Source: an optimization exercise on an open RTL-to-GDS flow (aim: small area, a short achievable clock period and few clock cycles). Production flows keep margins and buffers that such runs may drop. At most, simulation tests tie the RTL to the original design; equivalence was not proved. Power figures rest on the tool's default switching activity, not on a simulated workload.

==> flow/design.v (excerpt) <==
module core_top
(
  input  logic        clk,
  input  logic        rst,
  output logic [31:0] mem_if_addr,
  output logic        mem_if_req,
  input  logic [31:0] mem_if_rdata,
  input  logic        mem_if_ack,
  output logic [31:0] mem_data_addr,
  output logic [15:0] mem_data_wdata,
  output logic        mem_data_we,
  output logic        mem_data_req,
  input  logic [15:0] mem_data_rdata,
  input  logic        mem_data_ack,
  output logic        halted,
  output logic [31:0] current_pc
);
Settings: LEC_CHECK=0, CAP_MARGIN=20, CORE_MARGIN=2, CORE_UTILIZATION=55, CTS_CLUSTER_DIAMETER=80, CTS_CLUSTER_SIZE=22, PLACE_DENSITY=0.7, SETUP_SLACK_MARGIN=2.6, SLEW_MARGIN=20; clock period 5.5 ns.
standard.sh (not shown) runs the stock make flow with config.mk's settings and CLKGATE_MAP_FILE= SYNTH_SCRIPT=/design/flow/synth_recipe.tcl, a recipe that flattens the netlist after the stock synthesis.
==> flow/flow/run.sh <==
#!/bin/bash
# Standard layout, with plain buffers on the ports instead of the default
# delay cells. Each step's log stays in this folder.
set -euo pipefail
export BUFFER_PORTS_ARGS="-buffer_cell sky130_fd_sc_hd__buf_2"
bash standard.sh synth > synth.log 2>&1
bash standard.sh finish > layout.log 2>&1
Testbench counts at the start, summed over its fixed seeds: cycles 112,029.
Rerun with:
CORE_UTILIZATION = 40   (was 55)
PLACE_DENSITY = 0.6   (was 0.7)
SETUP_SLACK_MARGIN = 3.0   (was 2.6)
Effect: The new run went through all stages and came out clean. Total power rises by 3.2%. Setup slack gains 16 ps. Wire length rises by 8.7%.
Rerun with:
SETUP_SLACK_MARGIN = 2.75   (was 3.0)
The changed run produced a clean layout.
Worst setup slack gets better by 53 ps.
Die area does not change.
Power fell by 1.7%.
Utilization drops by 3.8 points.
Sequential power is about the same.
Rerun with:
SETUP_SLACK_MARGIN = 2.2   (was 2.75)
Wire length decreases by 2.6%.
Setup slack is worse by 290 ps.
Worst hold slack improved by 13 ps.
Global-route usage drops by 0.45 points.
Flip-flop and latch count is unchanged.
Non-clock buffer count shrinks by 48.
Power shrinks by 1.9%.
Core utilization shrinks by 1.9 points.
Area after synthesis is unchanged.
Cell area goes down by 4.0%.
Rerun with:
SETUP_SLACK_MARGIN = 2.6   (was 2.2)
Outcome: The changed run went through all stages and came out clean; critical path depth increases by 2; global-route usage is higher by 0.22 points; fmax went up by roughly a tenth; wire length increases slightly; non-clock buffer count went up by 42; worst hold slack gets worse by 11 ps; cell count increases slightly; design area rises by a few percent; synthesized cell count does not change; worst setup slack is better by 310 ps; clock power came out higher by a few percent.

== v6 ==
Another version of the RTL of core_top (not shown whole).
For scale: ~23000 um2 of cells after synthesis.
clock: 5.5 ns
lec_check: 0
cap_margin: 20
core_margin: 2
core_utilization: 40
place_density: 0.6
setup_slack_margin: 2.5
slew_margin: 20
run.sh (not shown) runs the stock make flow with config.mk's settings and CLKGATE_MAP_FILE= SYNTH_SCRIPT=/design/flow/synth_recipe.tcl, a recipe that flattens the netlist after the stock synthesis.
Stock flow here: none of the scripts above is used.
[inputs] v7 vs v6
==> flow/flow/run.sh (new file) <==
#!/bin/bash
# Standard layout, with plain buffers on the ports instead of the default
# delay cells. Each step's log stays in this folder.
set -euo pipefail
export BUFFER_PORTS_ARGS="-buffer_cell sky130_fd_sc_hd__buf_2"
bash standard.sh synth > synth.log 2>&1
bash standard.sh finish > layout.log 2>&1
==> flow/standard.sh (new file) <==
#!/bin/bash
# synth_recipe.tcl (not shown) runs the flow's synth.tcl, then flattens the netlist and writes it again
# the make line also repeats each setting of config.mk as NAME=value (left out here)
make -C /OpenROAD-flow-scripts/flow DESIGN_CONFIG=/design/flow/config.mk WORK_HOME=/design/flow/orfs CLKGATE_MAP_FILE= SYNTH_SCRIPT=/design/flow/synth_recipe.tcl "${@:-finish}"
removed: flow/run.sh
==> comparison <==
Compared with v6, v7 shows clock network area share higher by 0.46 points. Diff v6 -> v7 | total met3 wirelength after detailed routing | down by a few percent. Re die area: no difference whatsoever between v6 and v7. Critical path depth, v6 and v7, lower one = v7. Cmp v6 and v7 / post-layout worst setup margin / lower: v6. Wire length of the first global-routing pass: v7 vs v6 down about 3%.
No functional check of the RTL was part of any run of this note.

[what the ideal ports hide]
Ports are ideal in the flow. The routed layouts listed here were re-timed in OpenROAD. Step 1 assumes that a clkbuf_16 drives the clock port and a buf_2 every other input. Step 2, shift: input delay + t, output delay - t, t = (earliest + latest rising clock arrival at the registers) / 2. This alone moves slack from input paths to output paths. Three values: ideal, step 1, step 2; two values: the first two.
run | t, ns | slack for setup (ns) | pins driven straight from the clock port
the first run of note 1 | 0.642 | 2.564 / 2.564 / 1.993 | 1
the second run of note 1 | 0.631 | 2.581 / 2.604 / 1.972 | 1
the third run of note 1 | 0.651 | 2.634 / 2.651 / 2.000 | 1
the fourth run of note 1 | 0.638 | 2.342 / 2.342 / 1.752 | 1
the fifth run of note 1 | 0.645 | 2.656 / 2.671 / 2.026 | 1
v6 | 0.647 | 1.832 / 1.832 / 1.217 | 1
v7 | 0.653 | 2.062 / 2.062 / 1.561 | 1
After both steps every run listed still meets setup and hold. For the third run of note 1, which loses most, drivers alone change the setup slack by +0.017 ns; drivers and shift together by -0.634 ns.
